This is an optimization exercise on Yosys and OpenROAD, whose aim is small area and a short achievable clock period, not a production implementation. The RTL was checked by simulation tests, not by an equivalence proof against the original design. No activity file was given, so power comes from the tool's default toggle rates.

run E:
==> module dmem_ram, before the edit <==
module dmem_ram #(
  parameter int unsigned ADDR_W = 6
) (
  input  logic                        clk,
  input  logic [(1<<ADDR_W)*4-1:0]    rn,
  input  logic [31:0]                 cn,
  input  logic [(1<<ADDR_W)-1:0]      rsel,
  output logic [31:0]                 rdata_lo,
  output logic [31:0]                 rdata_hi
);
  localparam int unsigned N = 1 << ADDR_W;
  logic [31:0] mem [0:N-1];
  always_ff @(posedge clk) begin
    for (int w = 0; w < N; w++)
      for (int b = 0; b < 32; b++)
        mem[w][b] <= ~((rn[4*w + b/8] | cn[b]) & mem[w][b]);
  end
  always_comb begin
    rdata_lo = '0;
    rdata_hi = '0;
    for (int w = 0; w < N/2; w++) begin
      rdata_lo = rdata_lo | (mem[w]       & {32{rsel[w]}});
      rdata_hi = rdata_hi | (mem[w + N/2] & {32{rsel[w + N/2]}});
    end
  end
endmodule
==> module dmem_responder, before the edit <==
module dmem_responder #(
  parameter int unsigned ADDR_W   = mem_pkg::DEF_ADDR_W,
  parameter int unsigned WAIT_CYC = mem_pkg::DEF_WAIT_CYC
) (
  input  logic        clk,
  input  logic        reset_n,
  input  logic        MemReq_M,
  input  logic        MemWrite_M,
  input  logic        ByteM,
  input  logic [31:0] ALUO_M,
  input  logic [31:0] WriteDataM,
  output logic [31:0] DataR_M,
  output logic        Mem_stall,
  output logic        Mem_fault
);
  localparam int unsigned N = 1 << ADDR_W;
  logic           s0, s1, fault_o;
  logic           nbusy_o, done_o;
  logic [N-1:0]   wsel_q;
  logic [1:0]     lane_q;
  logic [3:0]     lwa_q, lwb_q;
  logic           byte_q, ok_q, ph_q;
  logic [31:0]    data_q;
  logic           fault_c;
  assign fault_c = mem_pkg::mem_fault_chk(ALUO_M, ByteM, ADDR_W);
  logic st1;
  assign st1 = s0 & ~s1 & MemWrite_M;
  always_ff @(posedge clk or negedge reset_n) begin
    if (!reset_n) begin
      s0      <= 1'b0;
      s1      <= 1'b0;
      fault_o <= 1'b0;
      nbusy_o <= 1'b1;
      done_o  <= 1'b0;
    end else begin
      s0      <= ~s1 & (s0 | MemReq_M);
      s1      <= s0;
      fault_o <= s1 & s0 & fault_c;
      nbusy_o <= done_o | (nbusy_o & ~MemReq_M);
      done_o  <= ~nbusy_o;
    end
  end
  always_ff @(posedge clk) begin
    for (int w = 0; w < N; w++)
      wsel_q[w] <= (ALUO_M[ADDR_W+1:2] == ADDR_W'(w)) & ~fault_c;
    lane_q  <= ALUO_M[1:0];
    byte_q  <= ByteM;
    ok_q    <= ~fault_c;
    ph_q    <= ~ph_q;
  end
  always_ff @(posedge clk or negedge reset_n) begin
    if (!reset_n) lwa_q <= '0;
    else
      for (int i = 0; i < 4; i++)
        lwa_q[i] <= st1 & (~ByteM | (ALUO_M[1:0] == 2'(i)));
  end
  always_ff @(posedge clk) lwb_q <= lwa_q;
  logic [N*4-1:0] rn;
  logic [31:0]    rword_lo, rword_hi, hi_q, word;
  always_comb begin
    for (int w = 0; w < N; w++)
      for (int i = 0; i < 4; i++) rn[4*w+i] = ~(wsel_q[w] & (lwa_q[i] | lwb_q[i]));
  end
  dmem_ram #(
    .ADDR_W (ADDR_W)
  ) u_ram (
    .clk      (clk),
    .rn       (rn),
    .cn       (hi_q),
    .rsel     (wsel_q),
    .rdata_lo (rword_lo),
    .rdata_hi (rword_hi)
  );
  logic [31:0] wdata;
  assign wdata = ByteM ? {4{WriteDataM[7:0]}} : WriteDataM;
  always_ff @(posedge clk) begin
    if (st1)         hi_q <= '0;
    else if (|lwa_q) hi_q <= ~(wdata ^ {32{ph_q}});
    else             hi_q <= rword_hi;
  end
  assign word = (data_q | hi_q) ^ {32{~ph_q}};
  always_ff @(posedge clk or negedge reset_n) begin
    if (!reset_n) data_q <= '0;
    else if (s0) begin
      if (!s1)         data_q <= rword_lo;
      else if (!ok_q)  data_q <= '0;
      else if (byte_q) data_q <= {24'd0, word[{lane_q, 3'b000} +: 8]};
      else             data_q <= word;
    end
  end
  assign Mem_stall = ~(nbusy_o & ~(MemReq_M & reset_n & ~done_o));
  assign Mem_fault = fault_o;
  assign DataR_M   = data_q;
endmodule
Settings: LEC_CHECK=0, CAP_MARGIN=20, CORE_MARGIN=2, CORE_UTILIZATION=65, CTS_CLUSTER_DIAMETER=80, CTS_CLUSTER_SIZE=28, PLACE_DENSITY=0.75, SETUP_SLACK_MARGIN=2.65, SLEW_MARGIN=20; clock period 5.0 ns.
standard.sh (not shown) runs the stock make flow with config.mk's settings and CLKGATE_MAP_FILE= SYNTH_SCRIPT=/design/flow/synth_recipe.tcl, a recipe that flattens the netlist after the stock synthesis.
==> flow/flow/run.sh <==
#!/bin/bash
# The standard layout (the standard.sh: standard synthesis, floorplan,
# placement, CTS, routing), with one change: the buffers that placement puts
# on every input and output port are buf_2 cells instead of the resizer's
# default choice. The resizer may still resize them for timing.
set -euo pipefail
export BUFFER_PORTS_ARGS="-buffer_cell sky130_fd_sc_hd__buf_2"
bash standard.sh > standard_flow.log 2>&1
Inputs modified between run E and run A:
--- a/flow/design.v
+++ b/flow/design.v
@@ -11,9 +11,9 @@
 module dmem_ram #(
   parameter int unsigned ADDR_W = 6
 ) (
   input  logic                        clk,
-  input  logic [(1<<ADDR_W)*4-1:0]    rn,
+  input  logic [(1<<ADDR_W)-1:0]      rn,
   input  logic [31:0]                 cn,
   input  logic [(1<<ADDR_W)-1:0]      rsel,
   output logic [31:0]                 rdata_lo,
   output logic [31:0]                 rdata_hi
@@ -22,9 +22,9 @@
   logic [31:0] mem [0:N-1];
   always_ff @(posedge clk) begin
     for (int w = 0; w < N; w++)
       for (int b = 0; b < 32; b++)
-        mem[w][b] <= ~((rn[4*w + b/8] | cn[b]) & mem[w][b]);
+        mem[w][b] <= ~((rn[w] | cn[b]) & mem[w][b]);
   end
   always_comb begin
     rdata_lo = '0;
     rdata_hi = '0;
@@ -53,15 +53,13 @@
   logic           s0, s1, fault_o;
   logic           nbusy_o, done_o;
   logic [N-1:0]   wsel_q;
   logic [1:0]     lane_q;
-  logic [3:0]     lwa_q, lwb_q;
+  logic           wa_q, wb_q;
   logic           byte_q, ok_q, ph_q;
   logic [31:0]    data_q;
   logic           fault_c;
   assign fault_c = mem_pkg::mem_fault_chk(ALUO_M, ByteM, ADDR_W);
-  logic st1;
-  assign st1 = s0 & ~s1 & MemWrite_M;
   always_ff @(posedge clk or negedge reset_n) begin
     if (!reset_n) begin
       s0      <= 1'b0;
       s1      <= 1'b0;
@@ -83,20 +81,26 @@
     byte_q  <= ByteM;
     ok_q    <= ~fault_c;
     ph_q    <= ~ph_q;
   end
+  logic st1;
+  assign st1 = s0 & ~s1 & MemWrite_M;
   always_ff @(posedge clk or negedge reset_n) begin
-    if (!reset_n) lwa_q <= '0;
-    else
-      for (int i = 0; i < 4; i++)
-        lwa_q[i] <= st1 & (~ByteM | (ALUO_M[1:0] == 2'(i)));
+    if (!reset_n) wa_q <= 1'b0;
+    else          wa_q <= st1;
   end
-  always_ff @(posedge clk) lwb_q <= lwa_q;
-  logic [N*4-1:0] rn;
+  always_ff @(posedge clk) wb_q <= wa_q;
+  logic [N-1:0]   rn;
   logic [31:0]    rword_lo, rword_hi, hi_q, word;
-  always_comb begin
-    for (int w = 0; w < N; w++)
-      for (int i = 0; i < 4; i++) rn[4*w+i] = ~(wsel_q[w] & (lwa_q[i] | lwb_q[i]));
+  assign rn = ~(wsel_q & {N{wa_q | wb_q}});
+  logic [31:0] wdata, wmask;
+  assign wdata = ByteM ? {4{WriteDataM[7:0]}} : WriteDataM;
+  always_comb
+    for (int i = 0; i < 4; i++) wmask[8*i +: 8] = {8{~ByteM | (ALUO_M[1:0] == 2'(i))}};
+  always_ff @(posedge clk) begin
+    if (st1)       hi_q <= ~wmask;
+    else if (wa_q) hi_q <= ~(wmask & (wdata ^ {32{ph_q}}));
+    else           hi_q <= rword_hi;
   end
   dmem_ram #(
     .ADDR_W (ADDR_W)
   ) u_ram (
@@ -106,15 +110,8 @@
     .rsel     (wsel_q),
     .rdata_lo (rword_lo),
     .rdata_hi (rword_hi)
   );
-  logic [31:0] wdata;
-  assign wdata = ByteM ? {4{WriteDataM[7:0]}} : WriteDataM;
-  always_ff @(posedge clk) begin
-    if (st1)         hi_q <= '0;
-    else if (|lwa_q) hi_q <= ~(wdata ^ {32{ph_q}});
-    else             hi_q <= rword_hi;
-  end
   assign word = (data_q | hi_q) ^ {32{~ph_q}};
   always_ff @(posedge clk or negedge reset_n) begin
     if (!reset_n) data_q <= '0;
     else if (s0) begin
==> comparison <==
Area growth from synthesis to layout, run E and run A: larger value in run A. There was hardly any difference in floorplan die height between run E and run A. [compare] base=run E new=run A: die span in x roughly the same, core utilization higher, worst hold slack across all endpoints lower. [run A] non-clock buffer count rose 39 relative to run E. In the flow results for run E and run A, the number of antenna violations at the first check in global routing is smaller on run A. Compared to run E, run A has number of vias per cell after detailed routing about 3% higher.

---

The RTL this note starts from:
==> flow/design.v <==
package mem_pkg;
  localparam int unsigned DEF_ADDR_W   = 6;
  localparam int unsigned DEF_WAIT_CYC = 2;
  function automatic logic mem_fault_chk(input logic [31:0] addr, input logic is_byte,
                                         input int unsigned addr_w);
    logic [31:0] hi;
    hi = addr >> (addr_w + 2);
    mem_fault_chk = (!is_byte && (addr[1:0] != 2'b00)) || (hi != 32'd0);
  endfunction
endpackage
module dmem_ram #(
  parameter int unsigned ADDR_W = 6
) (
  input  logic                        clk,
  input  logic [(1<<ADDR_W)*4-1:0]    we,
  input  logic [31:0]                 wdata,
  input  logic [(1<<ADDR_W)-1:0]      rsel,
  output logic [31:0]                 rdata_lo,
  output logic [31:0]                 rdata_hi
);
  localparam int unsigned N = 1 << ADDR_W;
  logic [31:0] mem [0:N-1];
  always_ff @(posedge clk) begin
    for (int w = 0; w < N; w++) begin
      for (int i = 0; i < 4; i++) begin
        if (we[4*w+i]) mem[w][8*i +: 8] <= wdata[8*i +: 8];
      end
    end
  end
  always_comb begin
    rdata_lo = '0;
    rdata_hi = '0;
    for (int w = 0; w < N/2; w++) begin
      rdata_lo = rdata_lo | (mem[w]       & {32{rsel[w]}});
      rdata_hi = rdata_hi | (mem[w + N/2] & {32{rsel[w + N/2]}});
    end
  end
endmodule
module dmem_responder #(
  parameter int unsigned ADDR_W   = mem_pkg::DEF_ADDR_W,
  parameter int unsigned WAIT_CYC = mem_pkg::DEF_WAIT_CYC
) (
  input  logic        clk,
  input  logic        reset_n,
  input  logic        MemReq_M,
  input  logic        MemWrite_M,
  input  logic        ByteM,
  input  logic [31:0] ALUO_M,
  input  logic [31:0] WriteDataM,
  output logic [31:0] DataR_M,
  output logic        Mem_stall,
  output logic        Mem_fault
);
  localparam int unsigned N = 1 << ADDR_W;
  logic           s0, s1, fault_o;
  logic           nbusy_o, done_o;
  logic [N-1:0]   wsel_q;
  logic [1:0]     lane_q;
  logic [3:0]     lwe_q;
  logic           byte_q;
  logic [31:0]    data_q;
  logic           fault_c;
  assign fault_c = mem_pkg::mem_fault_chk(ALUO_M, ByteM, ADDR_W);
  always_ff @(posedge clk or negedge reset_n) begin
    if (!reset_n) begin
      s0      <= 1'b0;
      s1      <= 1'b0;
      fault_o <= 1'b0;
      nbusy_o <= 1'b1;
      done_o  <= 1'b0;
    end else begin
      s0      <= ~s1 & (s0 | MemReq_M);
      s1      <= s0;
      fault_o <= s1 & s0 & fault_c;
      nbusy_o <= done_o | (nbusy_o & ~MemReq_M);
      done_o  <= ~nbusy_o;
    end
  end
  always_ff @(posedge clk) begin
    for (int w = 0; w < N; w++)
      wsel_q[w] <= (ALUO_M[ADDR_W+1:2] == ADDR_W'(w)) & ~fault_c;
    lane_q  <= ALUO_M[1:0];
    byte_q  <= ByteM;
  end
  always_ff @(posedge clk or negedge reset_n) begin
    if (!reset_n) lwe_q <= '0;
    else
      for (int i = 0; i < 4; i++)
        lwe_q[i] <= s0 & ~s1 & MemWrite_M & (~ByteM | (ALUO_M[1:0] == 2'(i)));
  end
  logic [N*4-1:0] we;
  logic [31:0]    wdata, rword_lo, rword_hi, hi_q, word;
  always_comb begin
    for (int w = 0; w < N; w++)
      for (int i = 0; i < 4; i++) we[4*w+i] = wsel_q[w] & lwe_q[i];
  end
  assign wdata = byte_q ? {4{WriteDataM[7:0]}} : WriteDataM;
  dmem_ram #(
    .ADDR_W (ADDR_W)
  ) u_ram (
    .clk   (clk),
    .we    (we),
    .wdata (wdata),
    .rsel  (wsel_q),
    .rdata_lo (rword_lo),
    .rdata_hi (rword_hi)
  );
  always_ff @(posedge clk) hi_q <= rword_hi;
  assign word = data_q | hi_q;
  always_ff @(posedge clk or negedge reset_n) begin
    if (!reset_n) data_q <= '0;
    else if (s0) begin
      if (!s1)         data_q <= rword_lo;
      else if (byte_q) data_q <= {24'd0, word[{lane_q, 3'b000} +: 8]};
      else             data_q <= word;
    end
  end
  assign Mem_stall = ~(nbusy_o & ~(MemReq_M & reset_n & ~done_o));
  assign Mem_fault = fault_o;
  assign DataR_M   = data_q;
endmodule
clock: 5.0 ns
lec_check: 0
cap_margin: 20
core_margin: 2
core_utilization: 65
cts_cluster_diameter: 80
cts_cluster_size: 30
place_density: 0.75
setup_slack_margin: 2.65
slew_margin: 20
run.sh (not shown) runs the stock make flow with config.mk's settings and CLKGATE_MAP_FILE= SYNTH_SCRIPT=/design/flow/synth_recipe.tcl, a recipe that flattens the netlist after the stock synthesis.
Stock flow here: none of the scripts above is used.
Next try:
--- a/flow/design.v
+++ b/flow/design.v
@@ -12,8 +12,8 @@
   parameter int unsigned ADDR_W = 6
 ) (
   input  logic                        clk,
-  input  logic [(1<<ADDR_W)*4-1:0]    we,
-  input  logic [31:0]                 wdata,
+  input  logic [(1<<ADDR_W)*4-1:0]    rn,
+  input  logic [31:0]                 cn,
   input  logic [(1<<ADDR_W)-1:0]      rsel,
   output logic [31:0]                 rdata_lo,
   output logic [31:0]                 rdata_hi
@@ -21,11 +21,9 @@
   localparam int unsigned N = 1 << ADDR_W;
   logic [31:0] mem [0:N-1];
   always_ff @(posedge clk) begin
-    for (int w = 0; w < N; w++) begin
-      for (int i = 0; i < 4; i++) begin
-        if (we[4*w+i]) mem[w][8*i +: 8] <= wdata[8*i +: 8];
-      end
-    end
+    for (int w = 0; w < N; w++)
+      for (int b = 0; b < 32; b++)
+        mem[w][b] <= ~((rn[4*w + b/8] | cn[b]) & mem[w][b]);
   end
   always_comb begin
     rdata_lo = '0;
@@ -56,8 +54,9 @@
   logic           nbusy_o, done_o;
   logic [N-1:0]   wsel_q;
   logic [1:0]     lane_q;
-  logic [3:0]     lwe_q;
-  logic           byte_q;
+  logic [3:0]     lwa_q, lwb_q;
+  logic           byte_q, ok_q, ph_q;
+  logic [31:0]    cn_q;
   logic [31:0]    data_q;
   logic           fault_c;
   assign fault_c = mem_pkg::mem_fault_chk(ALUO_M, ByteM, ADDR_W);
@@ -81,36 +80,44 @@
       wsel_q[w] <= (ALUO_M[ADDR_W+1:2] == ADDR_W'(w)) & ~fault_c;
     lane_q  <= ALUO_M[1:0];
     byte_q  <= ByteM;
+    ok_q    <= ~fault_c;
+    ph_q    <= ~ph_q;
   end
   always_ff @(posedge clk or negedge reset_n) begin
-    if (!reset_n) lwe_q <= '0;
+    if (!reset_n) lwa_q <= '0;
     else
       for (int i = 0; i < 4; i++)
-        lwe_q[i] <= s0 & ~s1 & MemWrite_M & (~ByteM | (ALUO_M[1:0] == 2'(i)));
+        lwa_q[i] <= s0 & ~s1 & MemWrite_M & (~ByteM | (ALUO_M[1:0] == 2'(i)));
   end
-  logic [N*4-1:0] we;
-  logic [31:0]    wdata, rword_lo, rword_hi, hi_q, word;
+  logic [31:0] wdata;
+  assign wdata = ByteM ? {4{WriteDataM[7:0]}} : WriteDataM;
+  always_ff @(posedge clk) begin
+    lwb_q <= lwa_q;
+    cn_q  <= (|lwa_q) ? ~(wdata ^ {32{ph_q}}) : '0;
+  end
+  logic [N*4-1:0] rn;
+  logic [31:0]    rword_lo, rword_hi, hi_q, word;
   always_comb begin
     for (int w = 0; w < N; w++)
-      for (int i = 0; i < 4; i++) we[4*w+i] = wsel_q[w] & lwe_q[i];
+      for (int i = 0; i < 4; i++) rn[4*w+i] = ~(wsel_q[w] & (lwa_q[i] | lwb_q[i]));
   end
-  assign wdata = byte_q ? {4{WriteDataM[7:0]}} : WriteDataM;
   dmem_ram #(
     .ADDR_W (ADDR_W)
   ) u_ram (
-    .clk   (clk),
-    .we    (we),
-    .wdata (wdata),
-    .rsel  (wsel_q),
+    .clk      (clk),
+    .rn       (rn),
+    .cn       (cn_q),
+    .rsel     (wsel_q),
     .rdata_lo (rword_lo),
     .rdata_hi (rword_hi)
   );
   always_ff @(posedge clk) hi_q <= rword_hi;
-  assign word = data_q | hi_q;
+  assign word = (data_q | hi_q) ^ {32{~ph_q}};
   always_ff @(posedge clk or negedge reset_n) begin
     if (!reset_n) data_q <= '0;
     else if (s0) begin
       if (!s1)         data_q <= rword_lo;
+      else if (!ok_q)  data_q <= '0;
       else if (byte_q) data_q <= {24'd0, word[{lane_q, 3'b000} +: 8]};
       else             data_q <= word;
     end
The changed run went through all stages and came out clean; clock power goes down by about 1%; utilization increases by 0.67 points; wire length increases by about 7%; worst setup slack is worse by 0.0095 ns; hold slack gets worse by 0.047 ns; maximum frequency fell by about 0.4%; critical path depth goes up by 2; count of clock-buffer cells in the layout went down by 47; power came out lower by about 3.6%; final area goes down by 11%; global-route usage went up by 6.8 points; cell count went up by 31%.

-- afterwards: timing with drivers on the ports --
How much do the figures lean on ideal ports? The routed layouts below were timed once more, with nothing changed but the port constraints. Step 1: set_driving_cell puts a clkbuf_16 on clk and a buf_2 on each other input, an assumption about the parent block. Step 2 adds t to the input delays and takes it off the output delays; t is the mean of the earliest and latest rising clock arrival at the registers after step 1. Input paths then give back, and output paths get back, about the clock's delay inside the block. a / b / c = no drivers / after step 1 / after step 2; a / b = the first two.
run	shift t [ns]	setup WS [ns]	pins driven straight from the clock port
run E	0.801	2.538 / 2.459 / 1.968	1
run A	0.803	2.542 / 2.465 / 2.045	1
the first run of note 2	0.790	2.523 / 2.456 / 1.954	1
the second run of note 2	0.780	2.514 / 2.484 / 1.903	1
After both steps every run listed still meets setup and hold. For the second run of note 2, which loses most, drivers alone change the setup slack by -0.030 ns; drivers and shift together by -0.611 ns.
